Source: an optimization exercise on an open RTL-to-GDS flow (aim: small area and a short achievable clock period). Production flows keep margins and buffers that such runs may drop. RTL that was checked went through simulation tests only; none was proved equivalent to the original. No activity file was given, so power comes from the tool's default toggle rates.

==> 12-07 <==
==> flow/design.v <==
module pulse_seq_multi #(
  parameter int unsigned NumCh     = 4,
  parameter int unsigned CntW      = 24,
  parameter int unsigned ScanSteps = 16
) (
  input  logic                          clk,
  input  logic                          rst,
  input  logic                          trig,
  input  logic                          scan_trig,
  input  logic                          cfg_we,
  input  logic [((NumCh > 1) ? $clog2(NumCh) : 1)-1:0] cfg_ch,
  input  logic [1:0]                    cfg_sel,
  input  logic [CntW-1:0]               cfg_data,
  output logic [NumCh-1:0]              pulse,
  output logic                          busy,
  output logic [$clog2(ScanSteps)-1:0]  scan_idx,
  output logic                          overrun
);
  localparam int unsigned ChW  = (NumCh > 1) ? $clog2(NumCh) : 1;
  localparam int unsigned IdxW = $clog2(ScanSteps);
  localparam logic [IdxW-1:0] LastIdx = IdxW'(ScanSteps - 1);
  logic [2:0]       trig_sync_q, scan_sync_q;
  logic             trig_edge_q, scan_edge_q;
  logic [NumCh-1:0] mask_q, act_q, pulse_q, first_q, act_d;
  logic             busy_q;
  logic [IdxW-1:0]  idx_q;
  logic             overrun_q, any_edge, shot, scan_shot, mask_wr, off_clr;
  logic [CntW-1:0]  wdata;
  function automatic logic [CntW:0] add_c(input logic [CntW-1:0] a, input logic [CntW-1:0] b);
    logic [CntW-1:0] g, p, gn, pn;
    g = a & b;
    p = a ^ b;
    for (int s = 1; s < CntW; s = s * 2) begin
      gn = g;
      pn = p;
      for (int i = 0; i < CntW; i++) begin
        if ((i / s) % 2 == 1) begin
          gn[i] = g[i] | (p[i] & g[(i / s) * s - 1]);
          pn[i] = p[i] & p[(i / s) * s - 1];
        end
      end
      g = gn;
      p = pn;
    end
    add_c = {g[CntW-1], a ^ b ^ {g[CntW-2:0], 1'b0}};
  endfunction
  function automatic logic [CntW-1:0] dec1(input logic [CntW-1:0] a);
    logic [CntW-1:0] o, on;
    o = a;
    for (int s = 1; s < CntW; s = s * 2) begin
      on = o;
      for (int i = 0; i < CntW; i++) begin
        if ((i / s) % 2 == 1) on[i] = o[i] | o[(i / s) * s - 1];
      end
      o = on;
    end
    dec1 = a ^ ~{o[CntW-2:0], 1'b0};
  endfunction
  assign busy      = busy_q;
  assign any_edge  = trig_edge_q | scan_edge_q;
  assign shot      = any_edge & ~busy_q;
  assign scan_shot = shot & scan_edge_q;
  assign mask_wr   = cfg_we & (cfg_sel == 2'd3);
  assign wdata     = cfg_data & {CntW{~rst}};
  assign off_clr   = rst | mask_wr | (scan_shot & (idx_q == LastIdx));
  always_ff @(posedge clk) begin
    if (rst) begin
      trig_sync_q <= '0;
      scan_sync_q <= '0;
      trig_edge_q <= 1'b0;
      scan_edge_q <= 1'b0;
      idx_q       <= '0;
      overrun_q   <= 1'b0;
    end else begin
      trig_sync_q <= {trig_sync_q[1:0], trig};
      scan_sync_q <= {scan_sync_q[1:0], scan_trig};
      trig_edge_q <= trig_sync_q[1] & ~trig_sync_q[2];
      scan_edge_q <= scan_sync_q[1] & ~scan_sync_q[2];
      if (mask_wr)        idx_q <= '0;
      else if (scan_shot) idx_q <= idx_q + IdxW'(1);
      if (any_edge && busy) overrun_q <= 1'b1;
      else if (mask_wr)     overrun_q <= 1'b0;
    end
  end
  always_ff @(posedge clk) begin
    if (rst || mask_wr) mask_q <= wdata[NumCh-1:0];
  end
  for (genvar c = 0; c < NumCh; c++) begin : g_ch
    logic [CntW-1:0] delay_q, width_q, step_q, offset_q, cnt_q, wlat_q, eff_w, wlat_full, m;
    logic [CntW:0]   sum_w, sum_o;
    logic            osat_q, wsat_q, wlnz_q, eff_sat;
    logic            ch_wr, dnz, ewnz, wlnz, last, start;
    assign ch_wr   = cfg_we & (cfg_ch == ChW'(c));
    assign sum_w   = add_c(width_q, offset_q);
    assign sum_o   = add_c(offset_q, step_q);
    assign eff_w   = scan_edge_q ? sum_w[CntW-1:0] : width_q;
    assign eff_sat = scan_edge_q & (sum_w[CntW] | osat_q);
    assign ewnz    = (width_q != '0) | (scan_edge_q & ((offset_q != '0) | osat_q));
    assign dnz     = delay_q != '0;
    assign wlnz    = wlnz_q;
    always_ff @(posedge clk) begin
      if (rst || (ch_wr && cfg_sel == 2'd0)) delay_q <= wdata;
      if (rst || (ch_wr && cfg_sel == 2'd1)) width_q <= wdata;
      if (rst || (ch_wr && cfg_sel == 2'd2)) step_q  <= wdata;
      if (off_clr) begin
        offset_q <= '0;
        osat_q   <= 1'b0;
      end else if (scan_shot) begin
        offset_q <= sum_o[CntW-1:0];
        osat_q   <= osat_q | sum_o[CntW];
      end
    end
    assign wlat_full = wlat_q | {CntW{wsat_q}};
    assign m         = first_q[c] ? wlat_full : cnt_q;
    assign last      = m == CntW'(1);
    assign start     = shot & mask_q[c] & (dnz | ewnz);
    always_ff @(posedge clk) begin
      if (!act_q[c]) begin
        wlat_q <= eff_w;
        wsat_q <= eff_sat;
        wlnz_q <= ewnz;
        cnt_q  <= delay_q;
      end else begin
        cnt_q  <= dec1(m);
      end
    end
    always_comb begin
      if (rst)              act_d[c] = 1'b0;
      else if (!act_q[c])   act_d[c] = start;
      else                  act_d[c] = ~(last & (pulse_q[c] | ~wlnz));
    end
    always_ff @(posedge clk) begin
      act_q[c]   <= act_d[c];
      first_q[c] <= act_q[c] ? (~pulse_q[c] & last & wlnz) : ~dnz;
      if (rst) begin
        pulse_q[c] <= 1'b0;
      end else if (!act_q[c]) begin
        if (start) pulse_q[c] <= ~dnz;
      end else if (last) begin
        pulse_q[c] <= ~pulse_q[c] & wlnz;
      end
    end
  end
  always_ff @(posedge clk) busy_q <= |act_d;
  assign pulse    = pulse_q;
  assign scan_idx = idx_q;
  assign overrun  = overrun_q;
endmodule
==> flow/flow/run.sh <==
#!/bin/bash
# Standard ORFS layout with three changes: port buffers are buf_2 cells instead of the
# default delay cell, repair may resize a cell to any footprint, and CTS adds no dummy loads.
# Synthesis is the standard one, run on its own first.
set -euo pipefail
bash standard.sh synth > synth.log 2>&1
bash standard.sh \
  "MATCH_CELL_FOOTPRINT=0" \
  "BUFFER_PORTS_ARGS=-buffer_cell sky130_fd_sc_hd__buf_2" \
  "CTS_ARGS=-sink_clustering_enable -repair_clock_nets -dont_use_dummy_load -sink_clustering_size 24 -sink_clustering_max_diameter 100" \
  finish > layout.log 2>&1
==> flow/standard.sh <==
#!/bin/bash
# synth_recipe.tcl (not shown) runs the flow's synth.tcl, then flattens the netlist and writes it again
# the make line also repeats each setting of config.mk as NAME=value (left out here)
make -C /OpenROAD-flow-scripts/flow DESIGN_CONFIG=/design/flow/config.mk WORK_HOME=/design/flow/orfs CLKGATE_MAP_FILE= SYNTH_SCRIPT=/design/flow/synth_recipe.tcl "${@:-finish}"
==> flow/config.mk <==
export PLATFORM = sky130hd
export DESIGN_NAME = pulse_seq_multi
export DESIGN_NICKNAME = pulse_seq_multi
export VERILOG_FILES = /design/flow/design.v
export SDC_FILE = /design/flow/constraint.sdc
export NUM_CORES = 4
export LEC_CHECK = 0
export CAP_MARGIN = 20
export CORE_MARGIN = 2
export CORE_UTILIZATION = 40
export SETUP_SLACK_MARGIN = 2.5
export SLEW_MARGIN = 20
==> flow/constraint.sdc <==
create_clock -name core_clock -period 5.5 [get_ports {clk}]
set_input_delay 1.1000 -clock core_clock [delete_from_list [all_inputs] [get_ports {clk}]]
set_output_delay 1.1000 -clock core_clock [all_outputs]
set_load 0.01 [all_outputs]
==> inputs of 12-18, as changes to 12-07 <==
==> flow/design.v, changed modules only <==
module pulse_seq_multi #(
  parameter int unsigned NumCh     = 4,
  parameter int unsigned CntW      = 24,
  parameter int unsigned ScanSteps = 16
) (
  input  logic                          clk,
  input  logic                          rst,
  input  logic                          trig,
  input  logic                          scan_trig,
  input  logic                          cfg_we,
  input  logic [((NumCh > 1) ? $clog2(NumCh) : 1)-1:0] cfg_ch,
  input  logic [1:0]                    cfg_sel,
  input  logic [CntW-1:0]               cfg_data,
  output logic [NumCh-1:0]              pulse,
  output logic                          busy,
  output logic [$clog2(ScanSteps)-1:0]  scan_idx,
  output logic                          overrun
);
  localparam int unsigned ChW  = (NumCh > 1) ? $clog2(NumCh) : 1;
  localparam int unsigned IdxW = $clog2(ScanSteps);
  localparam logic [IdxW-1:0] LastIdx = IdxW'(ScanSteps - 1);
  logic [2:0]       trig_sync_q, scan_sync_q;
  logic             trig_edge_q, scan_edge_q;
  logic [NumCh-1:0] mask_q, act_q, pulse_q, first_q, act_d;
  logic             busy_q;
  logic [IdxW-1:0]  idx_q;
  logic             overrun_q, any_edge, shot, scan_shot, mask_wr, off_clr;
  logic [CntW-1:0]  wdata;
  function automatic logic [CntW-1:0] sat_add(input logic [CntW-1:0] a, input logic [CntW-1:0] b);
    logic [CntW-1:0] g, p, gn, pn;
    g = a & b;
    p = a ^ b;
    for (int s = 1; s < CntW; s = s * 2) begin
      gn = g;
      pn = p;
      for (int i = 0; i < CntW; i++) begin
        if ((i / s) % 2 == 1) begin
          gn[i] = g[i] | (p[i] & g[(i / s) * s - 1]);
          pn[i] = p[i] & p[(i / s) * s - 1];
        end
      end
      g = gn;
      p = pn;
    end
    sat_add = (a ^ b ^ {g[CntW-2:0], 1'b0}) | {CntW{g[CntW-1]}};
  endfunction
  assign busy      = busy_q;
  assign any_edge  = trig_edge_q | scan_edge_q;
  assign shot      = any_edge & ~busy_q;
  assign scan_shot = shot & scan_edge_q;
  assign mask_wr   = cfg_we & (cfg_sel == 2'd3);
  assign wdata     = cfg_data & {CntW{~rst}};
  assign off_clr   = rst | mask_wr | (scan_shot & (idx_q == LastIdx));
  always_ff @(posedge clk) begin
    if (rst) begin
      trig_sync_q <= '0;
      scan_sync_q <= '0;
      trig_edge_q <= 1'b0;
      scan_edge_q <= 1'b0;
      idx_q       <= '0;
      overrun_q   <= 1'b0;
    end else begin
      trig_sync_q <= {trig_sync_q[1:0], trig};
      scan_sync_q <= {scan_sync_q[1:0], scan_trig};
      trig_edge_q <= trig_sync_q[1] & ~trig_sync_q[2];
      scan_edge_q <= scan_sync_q[1] & ~scan_sync_q[2];
      if (mask_wr)        idx_q <= '0;
      else if (scan_shot) idx_q <= idx_q + IdxW'(1);
      if (any_edge && busy) overrun_q <= 1'b1;
      else if (mask_wr)     overrun_q <= 1'b0;
    end
  end
  always_ff @(posedge clk) begin
    if (rst || mask_wr) mask_q <= wdata[NumCh-1:0];
  end
  for (genvar c = 0; c < NumCh; c++) begin : g_ch
    logic [CntW-1:0] delay_q, width_q, step_q, offset_q, cnt_q, wlat_q, eff_w;
    logic            ch_wr, dnz, ewnz, wlnz, last;
    assign ch_wr = cfg_we & (cfg_ch == ChW'(c));
    assign eff_w = scan_edge_q ? sat_add(width_q, offset_q) : width_q;
    assign ewnz  = (width_q != '0) | (scan_edge_q & (offset_q != '0));
    assign dnz   = delay_q != '0;
    assign wlnz  = wlat_q != '0;
    always_ff @(posedge clk) begin
      if (rst || (ch_wr && cfg_sel == 2'd0)) delay_q <= wdata;
      if (rst || (ch_wr && cfg_sel == 2'd1)) width_q <= wdata;
      if (rst || (ch_wr && cfg_sel == 2'd2)) step_q  <= wdata;
      if (off_clr)        offset_q <= '0;
      else if (scan_shot) offset_q <= sat_add(offset_q, step_q);
    end
    logic [CntW-1:0] m;
    logic            start;
    assign m     = first_q[c] ? wlat_q : cnt_q;
    assign last  = m == CntW'(1);
    assign start = shot & mask_q[c] & (dnz | ewnz);
    always_ff @(posedge clk) begin
      if (!act_q[c]) begin
        wlat_q <= eff_w;
        cnt_q  <= delay_q;
      end else begin
        cnt_q  <= m - CntW'(1);
      end
    end
    always_comb begin
      if (rst)              act_d[c] = 1'b0;
      else if (!act_q[c])   act_d[c] = start;
      else                  act_d[c] = ~(last & (pulse_q[c] | ~wlnz));
    end
    always_ff @(posedge clk) begin
      act_q[c]   <= act_d[c];
      first_q[c] <= act_q[c] ? (~pulse_q[c] & last & wlnz) : ~dnz;
      if (rst) begin
        pulse_q[c] <= 1'b0;
      end else if (!act_q[c]) begin
        if (start) pulse_q[c] <= ~dnz;
      end else if (last) begin
        pulse_q[c] <= ~pulse_q[c] & wlnz;
      end
    end
  end
  always_ff @(posedge clk) busy_q <= |act_d;
  assign pulse    = pulse_q;
  assign scan_idx = idx_q;
  assign overrun  = overrun_q;
endmodule
==> flow/run.sh (new file) <==
#!/bin/bash
# synth_recipe.tcl (not shown) runs the flow's synth.tcl, then flattens the netlist and writes it again
# the make line also repeats each setting of config.mk as NAME=value (left out here)
make -C /OpenROAD-flow-scripts/flow DESIGN_CONFIG=/design/flow/config.mk WORK_HOME=/design/flow/orfs CLKGATE_MAP_FILE= SYNTH_SCRIPT=/design/flow/synth_recipe.tcl finish
SETUP_SLACK_MARGIN = 2.0   (was 2.5)
removed: flow/flow/run.sh
removed: flow/standard.sh
==> comparison <==
Of 12-07 and 12-18, 12-18 has the higher combinational power (gap 30%, measured against 12-18).
12-07 produced a clean layout. 12-18 produced a clean layout.
Against 12-07, the sequential share of layout area of 12-18 is lower by 2.7 points.
Of 12-07 and 12-18, 12-18 has the higher total power (gap about 22%, measured against 12-18).
Against 12-07, the register-to-register slack of 12-18 is worse by 290 ps.
Setup slack: 12-18 is worse than 12-07 (290 ps).
Against 12-18, the utilization of 12-07 is lower by 1.0 points.
Only the layout flow was run in 12-18; the RTL was not checked for function there.

## afterwards: timing with drivers on the ports
In the flow no input, the clock included, has a driving cell. The finished layouts below were timed again as built, in two steps. Step 1 (the two cells are an assumption about what drives the block):
set clk [get_ports {clk}]
set_driving_cell -lib_cell sky130_fd_sc_hd__clkbuf_16 $clk
set_driving_cell -lib_cell sky130_fd_sc_hd__buf_2 [delete_from_list [all_inputs] $clk]
Step 2 adds t to the input delays and takes it off the output delays; t is the mean of the earliest and latest rising clock arrival at the registers after step 1. Input paths then give back, and output paths get back, about the clock's delay inside the block. Three values: ideal ports, drivers, drivers and shift; two values: the first two.
| run | shift t [ns] | setup WS [ns] | worst setup path at the end | worst register clock-pin slew, ns |
|---|---|---|---|---|
| 12-07 | 0.672 | 2.446 / 2.446 / 2.174 | input to register | 0.10 / 0.10 |
| 12-18 | 0.653 | 2.154 / 2.154 / 2.017 | input to register | 0.07 / 0.07 |
After both steps setup and hold are still met in every run listed. For 12-07, which loses most, drivers alone change the setup slack by 0.000 ns; drivers and shift together by -0.272 ns.
